What follows belongs to an exercise in optimizing a design on an open flow for small area, a short achievable clock period and few clock cycles per item; a production flow would make more cautious choices. Power is estimated from default activity; no workload was simulated.

exp/ember:
==> flow/design.v <==
package resizer_pkg;
   localparam int FRAME_W = 8;              
   localparam int FRAME_H = 6;              
   localparam int COL_W   = 4;              
   localparam int ROW_W   = 3;              
   localparam int ADDR_W  = 6;              
   localparam int TAP_OUTER  = -1;          
   localparam int TAP_INNER  = 9;           
   localparam int ROUND_ADD  = 128;         
   localparam int NORM_SHIFT = 8;           
   typedef struct packed {
      logic [7:0] b;
      logic [7:0] g;
      logic [7:0] r;
   } pixel_t;
   typedef struct packed {
      pixel_t row0;                         
      pixel_t row1;                         
      pixel_t row2;                         
      pixel_t row3;                         
   } column_t;
   localparam int COLUMN_BITS = 4 * 24;     
   typedef struct packed {
      logic col_valid;                      
      logic eol;                            
      logic eof;                            
   } beat_tag_t;
endpackage
`timescale 1ns/10ps
module bicubic_resizer (
   input  logic        i_clk,
   input  logic        i_rstn,
   input  logic [31:0] i_s_data,               
   input  logic        i_s_valid,
   output logic        o_s_ready,
   output resizer_pkg::pixel_t      o_m_data,
   output logic        o_m_valid,
   output logic        o_m_eol,
   output logic        o_m_eof,
   input  logic        i_m_ready
);
   logic [23:0] in_pix;
   logic        in_v;
   logic [23:0] r0 [8];
   logic [23:0] r1 [8];
   logic [23:0] r2 [8];
   logic [2:0] x;           
   logic [2:0] r;           
   logic       prev;        
   logic       tpend;       
   logic       tis5;        
   logic       ph;          
   logic       ft;          
   logic       tc;          
   logic       sk_v;        
   logic       adv;         
   assign adv = ~sk_v;
   logic       st_norm, st_ph, st_ft, st_sh;
   logic [2:0] c;           
   logic       vstep;       
   logic       tonly;       
   logic       vrow5;
   assign c     = ft ? {2'b00, tc} : x;
   assign vstep = (st_norm & (r >= 3'd2)) | ((st_norm | st_ph) & prev);
   assign tonly = (st_ph & ~prev) | st_ft;
   assign vrow5 = prev & (r == 3'd1);
   function automatic logic [3:0] tap_sel(input logic pv, input logic [2:0] rr);
      tap_sel = {~pv & (rr == 3'd2), pv & (rr == 3'd1), pv & (rr == 3'd1), pv & (rr == 3'd0)};
   endfunction
   logic sel_a1, sel_c1, sel_d1, sel_d0;
   logic [23:0] h0, h1, h2;
   logic [23:0] ta, tb, tc_, td;
   assign h0  = r0[0];
   assign h1  = r1[0];
   assign h2  = r2[0];
   assign ta  = sel_a1 ? h1 : h2;
   assign tb  = h1;
   assign tc_ = sel_c1 ? h1 : h0;
   assign td  = sel_d1 ? h1 : (sel_d0 ? h0 : in_pix);
   logic       e_em, e_hv, e_t0, e_c0, e_c7, e_sub, e_eol, e_eof;
   always_comb begin
      e_em  = 1'b0;
      e_hv  = 1'b0;
      e_t0  = 1'b0;
      e_eol = 1'b0;
      e_eof = 1'b0;
      e_c0  = (c == 3'd0);
      e_c7  = (c == 3'd7);
      e_sub = (c >= 3'd2);
      if (vstep) begin
         e_hv = 1'b1;
         e_em = (c >= 3'd2) | tpend;
      end else if (tonly) begin
         e_t0 = (c == 3'd0);
         e_em = 1'b1;
      end
      if (c == 3'd1 && tpend) begin
         e_eol = 1'b1;
         e_eof = tis5;
      end
   end
   always_ff @(posedge i_clk) begin
      if (st_sh) begin
         for (int j = 0; j < 7; j++) begin
            r0[j] <= r0[j+1];
            r1[j] <= r1[j+1];
            r2[j] <= r2[j+1];
         end
         r0[7] <= in_pix;
         r1[7] <= r0[0];
         r2[7] <= r1[0];
      end
   end
   logic       prev_n, tpend_n, tis5_n, ph_n, ft_n, tc_n;
   logic [2:0] x_n, r_n;
   always_comb begin
      prev_n  = prev;
      tpend_n = tpend;
      tis5_n  = tis5;
      x_n     = x;
      r_n     = r;
      ph_n    = ph | st_ph;
      ft_n    = ft | st_ft;
      tc_n    = tc;
      if (vstep && c == 3'd7) begin
         tpend_n = 1'b1;
         tis5_n  = vrow5;
         if (vrow5) prev_n = 1'b0;
      end else if ((vstep || tonly) && c == 3'd1) begin
         tpend_n = 1'b0;
      end
      if (st_norm && x == 3'd7 && r == 3'd5) prev_n = 1'b1;
      if (st_norm || st_ph) begin
         x_n = x + 3'd1;
         if (x == 3'd7) r_n = (r == 3'd5) ? 3'd0 : r + 3'd1;
      end
      if (st_ph && r == 3'd2 && x == 3'd1) begin      
         x_n  = 3'd0;
         r_n  = 3'd0;
         ph_n = 1'b0;
      end
      if (st_ft) begin
         tc_n = ~c[0];
         if (c[0]) ft_n = 1'b0;
      end
   end
   always_ff @(posedge i_clk) begin
      if (!i_rstn) begin
         x     <= '0;
         r     <= '0;
         prev  <= 1'b0;
         tpend <= 1'b0;
         tis5  <= 1'b0;
         ph    <= 1'b0;
         ft    <= 1'b0;
         tc    <= 1'b0;
         {sel_a1, sel_c1, sel_d1, sel_d0} <= '0;
      end else begin
         x     <= x_n;
         r     <= r_n;
         prev  <= prev_n;
         tpend <= tpend_n;
         tis5  <= tis5_n;
         ph    <= ph_n;
         ft    <= ft_n;
         tc    <= tc_n;
         {sel_a1, sel_c1, sel_d1, sel_d0} <= tap_sel(prev_n, r_n);
      end
   end
   logic take, in_v_n, sk_v_n, hd_free, idle_n;
   assign take    = o_s_ready & i_s_valid;
   assign in_v_n  = take | (in_v & ~st_norm);
   assign idle_n  = ~sk_v_n & ~ph_n & ~ft_n & ~in_v_n;    
   always_ff @(posedge i_clk) begin
      if (~in_v | st_norm) in_pix <= i_s_data[23:0];     
   end
   always_ff @(posedge i_clk) begin
      if (!i_rstn) begin
         in_v      <= 1'b0;
         o_s_ready <= 1'b1;
         st_norm   <= 1'b0;
         st_ph     <= 1'b0;
         st_ft     <= 1'b0;
         st_sh     <= 1'b0;
      end else begin
         in_v      <= in_v_n;
         o_s_ready <= ~in_v_n | (~sk_v_n & ~ph_n & ~ft_n);
         st_norm   <= ~sk_v_n & ~ph_n & ~ft_n & in_v_n;
         st_ph     <= (~sk_v_n & ph_n) | (idle_n & prev_n & x_n == 3'd0 & r_n == 3'd0);
         st_ft     <= (~sk_v_n & ft_n) | (idle_n & ~prev_n & tpend_n);
         st_sh     <= (~sk_v_n & ~ph_n & ~ft_n & in_v_n) | (~sk_v_n & ph_n)
                      | (idle_n & prev_n & x_n == 3'd0 & r_n == 3'd0);
      end
   end
   logic [2:0][8:0] p1_bc, p1_ad;
   logic p1_em, p1_hv, p1_t0, p1_c0, p1_c7, p1_sub, p1_eol, p1_eof;
   always_ff @(posedge i_clk) begin
      if (adv) begin
         for (int ch = 0; ch < 3; ch++) begin
            p1_bc[ch] <= {1'b0, tb[ch*8 +: 8]} + {1'b0, tc_[ch*8 +: 8]};
            p1_ad[ch] <= {1'b0, ta[ch*8 +: 8]} + {1'b0, td[ch*8 +: 8]};
         end
         p1_c0  <= e_c0;
         p1_c7  <= e_c7;
         p1_sub <= e_sub;
         p1_eol <= e_eol;
         p1_eof <= e_eof;
      end
   end
   logic signed [13:0] vs [3];
   logic p2_em, p2_hv, p2_t0, p2_sub, p2_eol, p2_eof;
   logic p2_c0, p2_nc0, p2_nc07;
   always_ff @(posedge i_clk) begin
      if (adv && p1_hv) begin
         for (int ch = 0; ch < 3; ch++)
            vs[ch] <= $signed({1'b0, p1_bc[ch], 3'b000}) + $signed({4'b0, p1_bc[ch]})
                      - $signed({4'b0, p1_ad[ch]}) + 14'sd8;
      end
   end
   always_ff @(posedge i_clk) begin
      if (adv) begin
         p2_c0   <= p1_c0;
         p2_nc0  <= ~p1_c0;
         p2_nc07 <= ~(p1_c0 | p1_c7);
         p2_sub <= p1_sub;
         p2_eol <= p1_eol;
         p2_eof <= p1_eof;
      end
   end
   logic signed [17:0] q1 [3];
   logic signed [16:0] q2 [3];
   logic signed [13:0] q3 [3];
   logic signed [17:0] q1_a [3], q1_b [3], q1_n [3], bt [3];
   logic signed [16:0] q2_b [3], q2_c [3], q2_n [3];
   always_comb begin
      for (int ch = 0; ch < 3; ch++) begin
         q1_a[ch] = p2_c0 ? (18'(q3[ch]) <<< 3) : (18'(vs[ch]) <<< 3);
         q1_b[ch] = p2_nc07 ? 18'(vs[ch]) : 18'sd0;
         q1_n[ch] = 18'(q2[ch]) + q1_a[ch] + q1_b[ch];
         q2_b[ch] = p2_nc0 ? 17'(vs[ch]) : 17'sd0;
         q2_c[ch] = p2_nc0 ? 17'(q3[ch]) : 17'sd0;
         q2_n[ch] = (17'(vs[ch]) <<< 3) + q2_b[ch] - q2_c[ch];
         bt[ch]   = q1[ch] - (p2_sub ? 18'(vs[ch]) : 18'sd0);
      end
   end
   always_ff @(posedge i_clk) begin
      if (adv) begin
         for (int ch = 0; ch < 3; ch++) begin
            if (p2_hv || p2_t0) q1[ch] <= q1_n[ch];
            if (p2_hv) begin
               q2[ch] <= q2_n[ch];
               q3[ch] <= vs[ch];
            end
         end
      end
   end
   always_ff @(posedge i_clk) begin
      if (!i_rstn) begin
         p1_em <= 1'b0;
         p1_hv <= 1'b0;
         p1_t0 <= 1'b0;
         p2_em <= 1'b0;
         p2_hv <= 1'b0;
         p2_t0 <= 1'b0;
      end else if (adv) begin
         p1_em <= e_em;
         p1_hv <= e_hv;
         p1_t0 <= e_t0;
         p2_em <= p1_em;
         p2_hv <= p1_hv;
         p2_t0 <= p1_t0;
      end
   end
   function automatic logic [7:0] clip(input logic [9:0] acc);    
      if (acc[9])      clip = 8'd0;
      else if (acc[8]) clip = 8'd255;
      else             clip = acc[7:0];
   endfunction
   logic [25:0] pushd;
   logic [25:0] sk;
   logic        push;
   assign pushd   = {p2_eol, p2_eof, clip(bt[2][17:8]), clip(bt[1][17:8]), clip(bt[0][17:8])};
   assign push    = adv & p2_em;
   assign hd_free = ~o_m_valid | i_m_ready;
   assign sk_v_n  = ~hd_free & (sk_v | push);
   always_ff @(posedge i_clk) begin
      if (!i_rstn) begin
         o_m_valid <= 1'b0;
         sk_v      <= 1'b0;
      end else begin
         sk_v <= sk_v_n;
         if (hd_free) o_m_valid <= sk_v | push;
      end
   end
   always_ff @(posedge i_clk) begin
      if (hd_free) {o_m_eol, o_m_eof, o_m_data} <= sk_v ? sk : pushd;
      if (push) sk <= pushd;
   end
endmodule
Settings: LEC_CHECK=0, ABC_AREA=1, CAP_MARGIN=20, CORE_MARGIN=2, CORE_UTILIZATION=40, CTS_CLUSTER_DIAMETER=100, CTS_CLUSTER_SIZE=28, SETUP_SLACK_MARGIN=5, SLEW_MARGIN=20; clock period 8.0 ns.
run.sh (not shown) runs the stock make flow with config.mk's settings and CLKGATE_MAP_FILE= SYNTH_SCRIPT=/design/flow/synth_recipe.tcl, a recipe that flattens the netlist after the stock synthesis.
No stage failed in exp/ember, and the final checks on the layout all came back clean.
[inputs] exp/fjord vs exp/ember
-- flow/design.v --
<<< exp/ember, line 194
   end
   logic [2:0][8:0] p1_bc, p1_ad;
   logic p1_em, p1_hv, p1_t0, p1_c0, p1_c7, p1_sub, p1_eol, p1_eof;
   always_ff @(posedge i_clk) begin
      if (adv) begin
>>> exp/fjord, line 194
   end
   logic [2:0][8:0] p1_bc, p1_ad;
   logic p1_em, p1_hv, p1_t0, p1_sub, p1_eol, p1_eof;
   logic p1_c0, p1_nc0, p1_c07, p1_nc07;           
   always_ff @(posedge i_clk) begin
      if (adv) begin
<<< exp/ember, line 201
            p1_ad[ch] <= {1'b0, ta[ch*8 +: 8]} + {1'b0, td[ch*8 +: 8]};
         end
         p1_c0  <= e_c0;
         p1_c7  <= e_c7;
         p1_sub <= e_sub;
         p1_eol <= e_eol;
>>> exp/fjord, line 202
            p1_ad[ch] <= {1'b0, ta[ch*8 +: 8]} + {1'b0, td[ch*8 +: 8]};
         end
         p1_c0   <= e_c0;
         p1_nc0  <= ~e_c0;
         p1_c07  <= e_c0 | e_c7;
         p1_nc07 <= ~(e_c0 | e_c7);
         p1_sub <= e_sub;
         p1_eol <= e_eol;
<<< exp/ember, line 210
   logic signed [13:0] vs [3];
   logic p2_em, p2_hv, p2_t0, p2_sub, p2_eol, p2_eof;
   logic p2_c0, p2_nc0, p2_nc07;
   always_ff @(posedge i_clk) begin
      if (adv && p1_hv) begin
>>> exp/fjord, line 213
   logic signed [13:0] vs [3];
   logic p2_em, p2_hv, p2_t0, p2_sub, p2_eol, p2_eof;
   logic p2_k0, p2_k1, p2_k2, p2_k3;             
   logic p2_g0, p2_g1;                           
   always_ff @(posedge i_clk) begin
      if (adv && p1_hv) begin
<<< exp/ember, line 220
   always_ff @(posedge i_clk) begin
      if (adv) begin
         p2_c0   <= p1_c0;
         p2_nc0  <= ~p1_c0;
         p2_nc07 <= ~(p1_c0 | p1_c7);
         p2_sub <= p1_sub;
         p2_eol <= p1_eol;
>>> exp/fjord, line 224
   always_ff @(posedge i_clk) begin
      if (adv) begin
         p2_k0   <= p1_c0;
         p2_k1   <= ~p1_nc0;
         p2_k2   <= p1_nc0;
         p2_k3   <= ~p1_c0;
         p2_g0   <= p1_nc07;
         p2_g1   <= ~p1_c07;
         p2_sub <= p1_sub;
         p2_eol <= p1_eol;
<<< exp/ember, line 233
   logic signed [17:0] q1_a [3], q1_b [3], q1_n [3], bt [3];
   logic signed [16:0] q2_b [3], q2_c [3], q2_n [3];
   always_comb begin
      for (int ch = 0; ch < 3; ch++) begin
         q1_a[ch] = p2_c0 ? (18'(q3[ch]) <<< 3) : (18'(vs[ch]) <<< 3);
         q1_b[ch] = p2_nc07 ? 18'(vs[ch]) : 18'sd0;
         q1_n[ch] = 18'(q2[ch]) + q1_a[ch] + q1_b[ch];
         q2_b[ch] = p2_nc0 ? 17'(vs[ch]) : 17'sd0;
         q2_c[ch] = p2_nc0 ? 17'(q3[ch]) : 17'sd0;
         q2_n[ch] = (17'(vs[ch]) <<< 3) + q2_b[ch] - q2_c[ch];
         bt[ch]   = q1[ch] - (p2_sub ? 18'(vs[ch]) : 18'sd0);
>>> exp/fjord, line 240
   logic signed [17:0] q1_a [3], q1_b [3], q1_n [3], bt [3];
   logic signed [16:0] q2_b [3], q2_c [3], q2_n [3];
   logic [2:0] sel8q3, addv1, addv2, subq3;      
   assign sel8q3 = {p2_k0, p2_k1, p2_k0};
   assign addv1  = {p2_g1, p2_g0, p2_g0};
   assign addv2  = {~p2_k1, p2_k3, p2_k2};
   assign subq3  = {p2_k2, p2_k3, p2_k2};
   always_comb begin
      for (int ch = 0; ch < 3; ch++) begin
         q1_a[ch] = sel8q3[ch] ? (18'(q3[ch]) <<< 3) : (18'(vs[ch]) <<< 3);
         q1_b[ch] = addv1[ch] ? 18'(vs[ch]) : 18'sd0;
         q1_n[ch] = 18'(q2[ch]) + q1_a[ch] + q1_b[ch];
         q2_b[ch] = addv2[ch] ? 17'(vs[ch]) : 17'sd0;
         q2_c[ch] = subq3[ch] ? 17'(q3[ch]) : 17'sd0;
         q2_n[ch] = (17'(vs[ch]) <<< 3) + q2_b[ch] - q2_c[ch];
         bt[ch]   = q1[ch] - (p2_sub ? 18'(vs[ch]) : 18'sd0);
==> comparison <==
In exp/fjord, the wire length came out 2200 um below the value in exp/ember. Count of buffers not belonging to the clock network in the layout, exp/ember and exp/fjord, lower one = exp/ember. Compared with exp/ember, exp/fjord shows a higher register-to-register slack. Compared with exp/ember, in exp/fjord final standard cell count with taps included and fillers excluded moved up, global-route usage shows a reduction of 0.29 points, worst path setup slack after routing went up, average wire per cell in the routed design decreased about 3.3%. exp/fjord vs exp/ember: final area down slightly. Number of core rows: exp/ember vs exp/fjord identical. On number of filler instances in the final layout, the higher figure sits with exp/fjord, not exp/ember.
No run of this note included a check of the RTL's function; only the layout flow was run.

RTL: the design.v shown in full above, as it stands there.
==> flow/config.mk <==
export PLATFORM = sky130hd
export DESIGN_NAME = bicubic_resizer
export DESIGN_NICKNAME = bicubic_resizer
export VERILOG_FILES = /design/flow/design.v
export SDC_FILE = /design/flow/constraint.sdc
export NUM_CORES = 4
export LEC_CHECK = 0
export ABC_AREA = 1
export CAP_MARGIN = 20
export CORE_MARGIN = 2
export CORE_UTILIZATION = 40
export CTS_CLUSTER_DIAMETER = 80
export CTS_CLUSTER_SIZE = 24
export SETUP_SLACK_MARGIN = 5
export SLEW_MARGIN = 20
==> flow/constraint.sdc <==
create_clock -name core_clock -period 8.0 [get_ports {i_clk}]
set_input_delay 1.6000 -clock core_clock [delete_from_list [all_inputs] [get_ports {i_clk}]]
set_output_delay 1.6000 -clock core_clock [all_outputs]
set_load 0.01 [all_outputs]
Next try:
--- a/flow/design.v
+++ b/flow/design.v
@@ -193,15 +193,18 @@
       end
    end
    logic [2:0][8:0] p1_bc, p1_ad;
-   logic p1_em, p1_hv, p1_t0, p1_c0, p1_c7, p1_sub, p1_eol, p1_eof;
+   logic p1_em, p1_hv, p1_t0, p1_sub, p1_eol, p1_eof;
+   logic p1_c0, p1_nc0, p1_c07, p1_nc07;           
    always_ff @(posedge i_clk) begin
       if (adv) begin
          for (int ch = 0; ch < 3; ch++) begin
             p1_bc[ch] <= {1'b0, tb[ch*8 +: 8]} + {1'b0, tc_[ch*8 +: 8]};
             p1_ad[ch] <= {1'b0, ta[ch*8 +: 8]} + {1'b0, td[ch*8 +: 8]};
          end
-         p1_c0  <= e_c0;
-         p1_c7  <= e_c7;
+         p1_c0   <= e_c0;
+         p1_nc0  <= ~e_c0;
+         p1_c07  <= e_c0 | e_c7;
+         p1_nc07 <= ~(e_c0 | e_c7);
          p1_sub <= e_sub;
          p1_eol <= e_eol;
          p1_eof <= e_eof;
@@ -209,7 +212,8 @@
    end
    logic signed [13:0] vs [3];
    logic p2_em, p2_hv, p2_t0, p2_sub, p2_eol, p2_eof;
-   logic p2_c0, p2_nc0, p2_nc07;
+   logic p2_k0, p2_k1, p2_k2, p2_k3;             
+   logic p2_g0, p2_g1;                           
    always_ff @(posedge i_clk) begin
       if (adv && p1_hv) begin
          for (int ch = 0; ch < 3; ch++)
@@ -219,9 +223,12 @@
    end
    always_ff @(posedge i_clk) begin
       if (adv) begin
-         p2_c0   <= p1_c0;
-         p2_nc0  <= ~p1_c0;
-         p2_nc07 <= ~(p1_c0 | p1_c7);
+         p2_k0   <= p1_c0;
+         p2_k1   <= ~p1_nc0;
+         p2_k2   <= p1_nc0;
+         p2_k3   <= ~p1_c0;
+         p2_g0   <= p1_nc07;
+         p2_g1   <= ~p1_c07;
          p2_sub <= p1_sub;
          p2_eol <= p1_eol;
          p2_eof <= p1_eof;
@@ -232,13 +239,18 @@
    logic signed [13:0] q3 [3];
    logic signed [17:0] q1_a [3], q1_b [3], q1_n [3], bt [3];
    logic signed [16:0] q2_b [3], q2_c [3], q2_n [3];
+   logic [2:0] sel8q3, addv1, addv2, subq3;      
+   assign sel8q3 = {p2_k0, p2_k1, p2_k0};
+   assign addv1  = {p2_g1, p2_g0, p2_g0};
+   assign addv2  = {~p2_k1, p2_k3, p2_k2};
+   assign subq3  = {p2_k2, p2_k3, p2_k2};
    always_comb begin
       for (int ch = 0; ch < 3; ch++) begin
-         q1_a[ch] = p2_c0 ? (18'(q3[ch]) <<< 3) : (18'(vs[ch]) <<< 3);
-         q1_b[ch] = p2_nc07 ? 18'(vs[ch]) : 18'sd0;
+         q1_a[ch] = sel8q3[ch] ? (18'(q3[ch]) <<< 3) : (18'(vs[ch]) <<< 3);
+         q1_b[ch] = addv1[ch] ? 18'(vs[ch]) : 18'sd0;
          q1_n[ch] = 18'(q2[ch]) + q1_a[ch] + q1_b[ch];
-         q2_b[ch] = p2_nc0 ? 17'(vs[ch]) : 17'sd0;
-         q2_c[ch] = p2_nc0 ? 17'(q3[ch]) : 17'sd0;
+         q2_b[ch] = addv2[ch] ? 17'(vs[ch]) : 17'sd0;
+         q2_c[ch] = subq3[ch] ? 17'(q3[ch]) : 17'sd0;
          q2_n[ch] = (17'(vs[ch]) <<< 3) + q2_b[ch] - q2_c[ch];
          bt[ch]   = q1[ch] - (p2_sub ? 18'(vs[ch]) : 18'sd0);
       end
What happened: Core utilization barely changes. Die area climbs by 0.34%. Wire length drops by 2.4%. Setup slack improves by 0.066 ns. Clock power climbs by about 4%. Final cell count climbs by 0.74%. First-iteration DRC count drops by 1.6%. Power drops by 6.5%. Global-route usage drops by 0.32 points. Final area is about the same. Sequential share of layout area climbs by 0.15 points. Flip-flop and latch count climbs by 5. Non-clock buffer count climbs by 6.
Function was not checked in any run of this note: the RTL went through the layout flow alone.

afterwards: timing with drivers on the ports:
Ports are ideal in the flow. The routed layouts listed here were re-timed in OpenROAD.
Step 1 (the two cells are an assumption about what drives the block):
set clk [get_ports {i_clk}]
set_driving_cell -lib_cell sky130_fd_sc_hd__clkbuf_16 $clk
set_driving_cell -lib_cell sky130_fd_sc_hd__buf_2 [delete_from_list [all_inputs] $clk]
Step 2 adds t to the input delays and takes it off the output delays; t is the mean of the earliest and latest rising clock arrival at the registers after step 1. Input paths then give back, and output paths get back, about the clock's delay inside the block.
Slacks: ideal ports / drivers / drivers and shift; pairs: ideal ports / drivers.
run | t, ns | setup WS [ns] | hold WS [ns] | latest minus earliest clock arrival (ns) | worst slew at a driven data input, ns
exp/ember | 0.690 | 4.890 / 4.890 / 4.612 | 0.417 / 0.417 / 0.417 | 0.034 / 0.033 | 0.07
exp/fjord | 0.696 | 5.005 / 5.005 / 4.629 | 0.412 / 0.412 / 0.412 | 0.037 / 0.037 | 0.04
the first run of note 2 | 0.718 | 4.986 / 4.986 / 4.636 | 0.415 / 0.415 / 0.415 | 0.041 / 0.042 | 0.06
the second run of note 2 | 0.714 | 5.052 / 5.018 / 4.622 | 0.410 / 0.410 / 0.410 | 0.027 / 0.027 | 0.04
After both steps setup and hold are still met in every run listed. The setup slack of the second run of note 2, which loses most, moves by -0.034 ns with the drivers and by -0.430 ns with both steps.
